This is an optimization exercise on Yosys and OpenROAD, whose aim is a short achievable clock period and few clock cycles per item, not a production implementation.
The RTL was checked by simulation tests, not by an equivalence proof against the original design.
Power is estimated from default activity; no workload was simulated.

`flow/design.v`:
```
package mc_pkg;
    localparam int OPC_W = 3;
    typedef enum logic [OPC_W-1:0] {
        OP_NOP  = 3'd0,
        OP_LI   = 3'd1,
        OP_ADD  = 3'd2,
        OP_SUB  = 3'd3,
        OP_LW   = 3'd4,
        OP_SW   = 3'd5,
        OP_BEQZ = 3'd6,
        OP_HALT = 3'd7
    } opcode_e;
    typedef enum logic [2:0] {
        ST_FETCH  = 3'd0,
        ST_DECODE = 3'd1,
        ST_EXEC   = 3'd2,
        ST_MEM    = 3'd3,
        ST_WB     = 3'd4,
        ST_HALT   = 3'd5
    } state_e;
endpackage
module mc_regfile #(
    parameter int DW   = 32,
    parameter int NREG = 8,
    parameter int RAW  = $clog2(NREG)
) (
    input  logic           clk,
    input  logic           rst_n,
    input  logic           we,
    input  logic [RAW-1:0] waddr,
    input  logic [DW-1:0]  wdata,
    input  logic [RAW-1:0] ra_addr,
    output logic [DW-1:0]  ra_data,
    input  logic [RAW-1:0] rb_addr,
    output logic [DW-1:0]  rb_data,
    input  logic [RAW-1:0] rp_addr,
    output logic [DW-1:0]  rp_data
);
    logic [DW-1:0] regs_q [NREG];
    always_ff @(posedge clk or negedge rst_n) begin
        if (!rst_n) begin
            for (int i = 0; i < NREG; i++) regs_q[i] <= '0;
        end else begin
            for (int i = 0; i < NREG; i++)
                if (we && waddr == RAW'(i)) regs_q[i] <= wdata;
        end
    end
    assign ra_data = regs_q[ra_addr];
    assign rb_data = regs_q[rb_addr];
    assign rp_data = regs_q[rp_addr];
endmodule
import mc_pkg::*;
module mc_datapath #(
    parameter int DW     = 32,
    parameter int NREG   = 8,
    parameter int MDEPTH = 16,
    parameter int PCW    = 8,
    parameter int IMMW   = 8,
    parameter int RAW    = $clog2(NREG),
    parameter int MAW    = $clog2(MDEPTH),
    parameter int IW     = OPC_W + 2 * RAW + IMMW
) (
    input  logic           clk,
    input  logic           rst,
    input  logic           run,
    output logic [PCW-1:0] instr_addr,
    input  logic [IW-1:0]  instr,
    output logic [PCW-1:0] pc,
    output logic           halted,
    output logic           reg_we,
    output logic           mem_we,
    input  logic [RAW-1:0] probe_reg_addr,
    output logic [DW-1:0]  probe_register_file,
    input  logic [MAW-1:0] probe_mem_addr,
    output logic [DW-1:0]  probe_data_memory
);
    localparam int RS_LSB  = IMMW;
    localparam int RD_LSB  = IMMW + RAW;
    localparam int OPC_LSB = IMMW + 2 * RAW;
    localparam int NBTB = 4;      
    logic [PCW-1:0]  a_q;         
    logic [PCW-1:0]  f_q;         
    logic            v_q;         
    logic            halted_q;
    logic [NBTB-1:0] bt_v_q;      
    logic [PCW-1:0]  bt_pc_q  [NBTB];
    logic [PCW-1:0]  bt_tgt_q [NBTB];
    logic [$clog2(NBTB)-1:0] bt_ptr_q;
    logic            e_li_q, e_ar_q, e_lw_q, e_sw_q;    
    logic            e_cin_q;     
    logic [RAW-1:0]  e_rd_q;
    logic [IMMW-1:0] e_imm_q;
    logic [MDEPTH-1:0] e_sel_q;   
    logic            e_limz_q;    
    logic            e_azero_q;   
    logic [DW-1:0]   e_a_q, e_b_q;    
    logic [NREG-1:0]   zf_q;      
    logic [MDEPTH-1:0] mzf_q;     
    logic [DW-1:0]     mem_q [MDEPTH];
    logic            e_wr;
    logic [DW-1:0]   e_ld, e_res;
    assign e_wr = e_li_q | e_ar_q | e_lw_q;
    always_comb begin
        e_ld = '0;
        for (int i = 0; i < MDEPTH; i++)
            if (e_sel_q[i]) e_ld = e_ld | mem_q[i];
    end
    logic [DW-1:0] e_sum;
    logic [DW-1:0] ks_g [6];
    logic [DW-1:0] ks_p [6];
    always_comb begin
        ks_g[0] = e_a_q & e_b_q;
        ks_p[0] = e_a_q ^ e_b_q;
        ks_g[0][0] = ks_g[0][0] | (ks_p[0][0] & e_cin_q);
        for (int l = 1; l < 6; l++)
            for (int i = 0; i < DW; i++)
                if (i >= (1 << (l - 1))) begin
                    ks_g[l][i] = ks_g[l-1][i] |
                                 (ks_p[l-1][i] & ks_g[l-1][i - (1 << (l - 1))]);
                    ks_p[l][i] = ks_p[l-1][i] & ks_p[l-1][i - (1 << (l - 1))];
                end else begin
                    ks_g[l][i] = ks_g[l-1][i];
                    ks_p[l][i] = ks_p[l-1][i];
                end
        e_sum = ks_p[0] ^ {ks_g[5][DW-2:0], e_cin_q};
    end
    logic e_zero;
    always_comb begin
        e_zero = |(e_sel_q & mzf_q);
        if (e_li_q) e_zero = e_limz_q;
        if (e_ar_q) e_zero = ((e_a_q ^ e_b_q) ==
                              {e_a_q[DW-2:0] | e_b_q[DW-2:0], e_cin_q});
    end
    always_comb begin
        e_res = e_ld;
        if (e_li_q) e_res = DW'($signed(e_imm_q));
        if (e_ar_q) e_res = e_sum;
    end
    logic [OPC_W-1:0] f_op;
    logic [RAW-1:0]   f_rd, f_rs;
    logic [IMMW-1:0]  f_imm;
    logic [DW-1:0]    rf_a, rf_b;
    logic [DW-1:0]    f_a, f_b;
    logic             hit_a, hit_b;
    logic             f_azero;
    logic [MDEPTH-1:0] f_sel;
    logic             f_sub;
    logic [DW-1:0]    f_bx;
    assign f_op  = instr[OPC_LSB +: OPC_W];
    assign f_rd  = instr[RD_LSB +: RAW];
    assign f_rs  = instr[RS_LSB +: RAW];
    assign f_imm = instr[IMMW-1:0];
    mc_regfile #(
        .DW   (DW),
        .NREG (NREG),
        .RAW  (RAW)
    ) u_rf (
        .clk     (clk),
        .rst_n   (rst),
        .we      (e_wr),
        .waddr   (e_rd_q),
        .wdata   (e_res),
        .ra_addr (f_rd),
        .ra_data (rf_a),
        .rb_addr (f_rs),
        .rb_data (rf_b),
        .rp_addr (probe_reg_addr),
        .rp_data (probe_register_file)
    );
    assign hit_a   = e_wr && (e_rd_q == f_rd);
    assign hit_b   = e_wr && (e_rd_q == f_rs);
    assign f_a     = hit_a ? e_res : rf_a;
    assign f_b     = hit_b ? e_res : rf_b;
    assign f_azero = hit_a ? e_zero : zf_q[f_rd];
    assign f_sub = (f_op == OP_SUB);
    assign f_bx  = f_sub ? ~f_b : f_b;
    always_comb
        for (int i = 0; i < MDEPTH; i++)
            f_sel[i] = (f_b[MAW-1:0] == MAW'(MAW'(i) - f_imm[MAW-1:0]));
    logic             go, consume, issue, halting;
    logic             is_beqz, taken;
    logic [PCW-1:0]   f_tgt, f_inc, pred_a, a_d, a_tk, a_nt;
    logic             v_tk, v_nt;
    logic             v_d;
    logic [NBTB-1:0]  bt_hit;
    assign go      = run && !halted_q;
    assign consume = v_q && go;
    assign issue   = consume && (f_op != OP_HALT);
    assign halting = consume && (f_op == OP_HALT);
    assign is_beqz = (f_op == OP_BEQZ);
    assign taken   = is_beqz && f_azero;
    assign f_tgt   = f_q + PCW'($signed(f_imm));
    assign f_inc   = f_q + PCW'(1);
    always_comb begin
        if (a_q == f_tgt) begin a_tk = pred_a; v_tk = 1'b1; end
        else              begin a_tk = f_tgt;  v_tk = 1'b0; end
        if (a_q == f_inc) begin a_nt = pred_a; v_nt = 1'b1; end
        else              begin a_nt = f_inc;  v_nt = 1'b0; end
    end
    always_comb begin
        pred_a = a_q + PCW'(1);
        for (int i = 0; i < NBTB; i++) begin
            bt_hit[i] = bt_v_q[i] && (bt_pc_q[i] == a_q);
            if (bt_hit[i]) pred_a = bt_tgt_q[i];
        end
    end
    always_comb begin
        if (!v_q) begin
            a_d = pred_a;
            v_d = 1'b1;
        end else if (!issue) begin
            a_d = f_q;
            v_d = 1'b0;
        end else if (taken) begin
            a_d = a_tk;
            v_d = v_tk;
        end else begin
            a_d = a_nt;
            v_d = v_nt;
        end
    end
    assign instr_addr = rst ? a_q : '0;
    always_ff @(posedge clk or negedge rst) begin
        if (!rst) begin
            a_q       <= PCW'(1);
            f_q       <= '0;
            v_q       <= 1'b1;
            halted_q  <= 1'b0;
            e_li_q    <= 1'b0;
            e_ar_q    <= 1'b0;
            e_cin_q   <= 1'b0;
            e_lw_q    <= 1'b0;
            e_sw_q    <= 1'b0;
            e_rd_q    <= '0;
            e_imm_q   <= '0;
            e_sel_q   <= '0;
            e_limz_q  <= 1'b0;
            e_azero_q <= 1'b0;
            e_a_q     <= '0;
            e_b_q     <= '0;
        end else begin
            a_q       <= a_d;
            v_q       <= v_d;
            if (!(halting || halted_q)) f_q <= a_q;
            if (halting) halted_q <= 1'b1;
            e_li_q    <= issue && (f_op == OP_LI);
            e_ar_q    <= issue && (f_op == OP_ADD || f_op == OP_SUB);
            e_cin_q   <= f_sub;
            e_lw_q    <= issue && (f_op == OP_LW);
            e_sw_q    <= issue && (f_op == OP_SW);
            e_rd_q    <= f_rd;
            e_imm_q   <= f_imm;
            e_sel_q   <= f_sel;
            e_limz_q  <= (f_imm == '0);
            e_azero_q <= f_azero;
            e_a_q     <= f_a;
            e_b_q     <= f_bx;
        end
    end
    logic [NBTB-1:0] bt_f_hit;
    always_comb
        for (int i = 0; i < NBTB; i++)
            bt_f_hit[i] = bt_v_q[i] && (bt_pc_q[i] == f_q);
    always_ff @(posedge clk or negedge rst) begin
        if (!rst) begin
            bt_v_q   <= '0;
            bt_ptr_q <= '0;
            for (int i = 0; i < NBTB; i++) begin
                bt_pc_q[i]  <= '0;
                bt_tgt_q[i] <= '0;
            end
        end else if (issue && is_beqz) begin
            if (!taken) begin
                bt_v_q <= bt_v_q & ~bt_f_hit;
            end else if (bt_f_hit == '0) begin
                bt_v_q[bt_ptr_q]   <= 1'b1;
                bt_pc_q[bt_ptr_q]  <= f_q;
                bt_tgt_q[bt_ptr_q] <= f_tgt;
                bt_ptr_q <= bt_ptr_q + 1'b1;
            end
        end
    end
    always_ff @(posedge clk or negedge rst) begin
        if (!rst) begin
            zf_q <= '1;
        end else begin
            for (int i = 0; i < NREG; i++)
                if (e_wr && e_rd_q == RAW'(i)) zf_q[i] <= e_zero;
        end
    end
    always_ff @(posedge clk or negedge rst) begin
        if (!rst) begin
            for (int i = 0; i < MDEPTH; i++) mem_q[i] <= '0;
            mzf_q <= '1;
        end else begin
            for (int i = 0; i < MDEPTH; i++)
                if (e_sw_q && e_sel_q[i]) begin
                    mem_q[i] <= e_a_q;
                    mzf_q[i] <= e_azero_q;
                end
        end
    end
    assign pc                = f_q;
    assign halted            = halted_q;
    assign reg_we            = e_wr;
    assign mem_we            = e_sw_q;
    assign probe_data_memory = mem_q[probe_mem_addr];
endmodule
```
`flow/run.sh`:
```
#!/bin/bash
# synth_recipe.tcl (not shown) runs the flow's synth.tcl, then flattens the netlist and writes it again
# the make line also repeats each setting of config.mk as NAME=value (left out here)
make -C /OpenROAD-flow-scripts/flow DESIGN_CONFIG=/design/flow/config.mk WORK_HOME=/design/flow/orfs CLKGATE_MAP_FILE= SYNTH_SCRIPT=/design/flow/synth_recipe.tcl finish
```
`flow/config.mk`:
```
export PLATFORM = sky130hd
export DESIGN_NAME = mc_datapath
export DESIGN_NICKNAME = mc_datapath
export VERILOG_FILES = /design/flow/design.v
export SDC_FILE = /design/flow/constraint.sdc
export NUM_CORES = 4
export LEC_CHECK = 0
export CAP_MARGIN = 20
export CORE_MARGIN = 2
export CORE_UTILIZATION = 40
export SETUP_SLACK_MARGIN = 4.5
export SLEW_MARGIN = 20
```
`flow/constraint.sdc`:
```
create_clock -name core_clock -period 5.5 [get_ports {clk}]
set_input_delay 1.1000 -clock core_clock [delete_from_list [all_inputs] [get_ports {clk}]]
set_output_delay 1.1000 -clock core_clock [all_outputs]
set_load 0.01 [all_outputs]
```
==> run notes <==
## per-stage QoR
step	cells	utilization, %	hold WS, ns
after CTS	8217	60.9	0.257
after global placement	7066	43.8	0.488
after floorplan	5532	-	0.469
after detailed placement	7066	43.8	0.492
## worst max-delay path by stage
stage	end	from	slack (ns)	cells after the start
2_1_floorplan	probe_data_memory[10]	probe_mem_addr[0]	2.12	5
4_1_cts	probe_data_memory[29]	probe_mem_addr[2]	1.71	11
3_5_place_dp	probe_data_memory[8]	probe_mem_addr[1]	0.54	9
3_3_place_gp	probe_data_memory[27]	probe_mem_addr[1]	0.56	8
## power by group through the flow
stage	Combinational (mW)	Sequential (mW)	Clock [mW]
detailed placement	4.95	8.78	0
CTS	7.80	8.41	7.56
floorplan	3.83	8.23	0
global placement	4.89	8.77	0
## kinds of logic after synthesis
logic type,after synthesis
XOR/XNOR,198
buffers and inverters,612
multiplexers,356
AND/OR/NAND/NOR,1405
flip-flops,978
AO/OA/AOI/OAI,1894
adder cells (fa/ha/maj),89
## layer usage
metal	global-route usage, %	GRT overflow
met5	51.7	0
met4	59.2	3
met3	66.0	4
met2	74.5	4
met1	65.8	5
## repair_timing
| action | 4_1_cts |
|---|---|
| gates resized for setup | 1901 |
| buffers inserted | 669 |
| cloned | 286 |
| setup endpoints to repair | 2017 |
| pin swaps | 363 |
==> metrics.csv <==
stage,metric,value,unit
run_status,status,stopped before the end,
run_status,Failed at,5_1_grt,
run_status,Error,[ERROR GRT-0232] Routing congestion too high. Check the congestion heatmap in the GUI.,
clocking,deepest clock path buffer count,3,
logic_synthesis,Synth Area in Compound Gates,23.1,%
logic_synthesis,post-synthesis cell type count,99,
clocking,Post-CTS Hold Fix Bufs,0,
placement,placed cell areas,57500,µm²
logic_synthesis,XOR/XNOR share of the synthesized area,3.33,%
logic_synthesis,ys flop type,dfrtp_1,
clocking,TritonCTS buffer count,108,
logic_synthesis,synthesis-stage register bit count,978,
logic_synthesis,multiplexer area fraction after synthesis,9.04,%
logic_synthesis,asr flop ratio synth,100,%
logic_synthesis,Ys Warns,8,
logic_synthesis,top cell type's share of synthesized area,45.0,%
global_routing,pin count of the biggest net entering global routing,62,
placement,DP HPWL,129,mm
logic_synthesis,cell taking the most area after synthesis,dfrtp_1,
logic_synthesis,"Seq/Total Area, Yosys",46.3,%
placement,Setup Slack @ Placement,0.538,ns
placement,GPL Wtd Cong,0.964,
logic_synthesis,Synth top cells by count,"dfrtp_1 (952), nand2_1 (779), o21ai_0 (750)",
logic_synthesis,Synth Area in Simple Gates,11.6,%
logic_synthesis,main combinational cell family by area after synthesis,compound AO/OA/AOI/OAI gates,
logic_synthesis,average footprint of a synthesized cell,9.57,µm²
die,effective utilization at floorplan,40.3,%
die,width of the die,368,µm
clocking,root buf cell,clkbuf_16,
clocking,clk sink count,978,
global_routing,total track usage,67.1,%
logic_synthesis,synth top area cells,"dfrtp_1 (45%), o21ai_0 (7.1%), nand2_1 (5.5%)",
logic_synthesis,"EDFF count, synth",0,
logic_synthesis,synthesized instance count,5532,
logic_synthesis,Synth Area in Adders,2.15,%
logic_synthesis,Post-Syn Area,53000,µm²
die,std cell rows,133,
logic_synthesis,"count leader, synth",dfrtp_1,
die,Ports,110,
logic_synthesis,syn nets,5648,
global_routing,grt total ovfl,16,
die,Die Ht,368,µm
clocking,CTS H-tree lvls,3,
placement,PortBufs,109,
Testbench counts, summed over its fixed seeds: cycles 46,564, instrs 45,699.
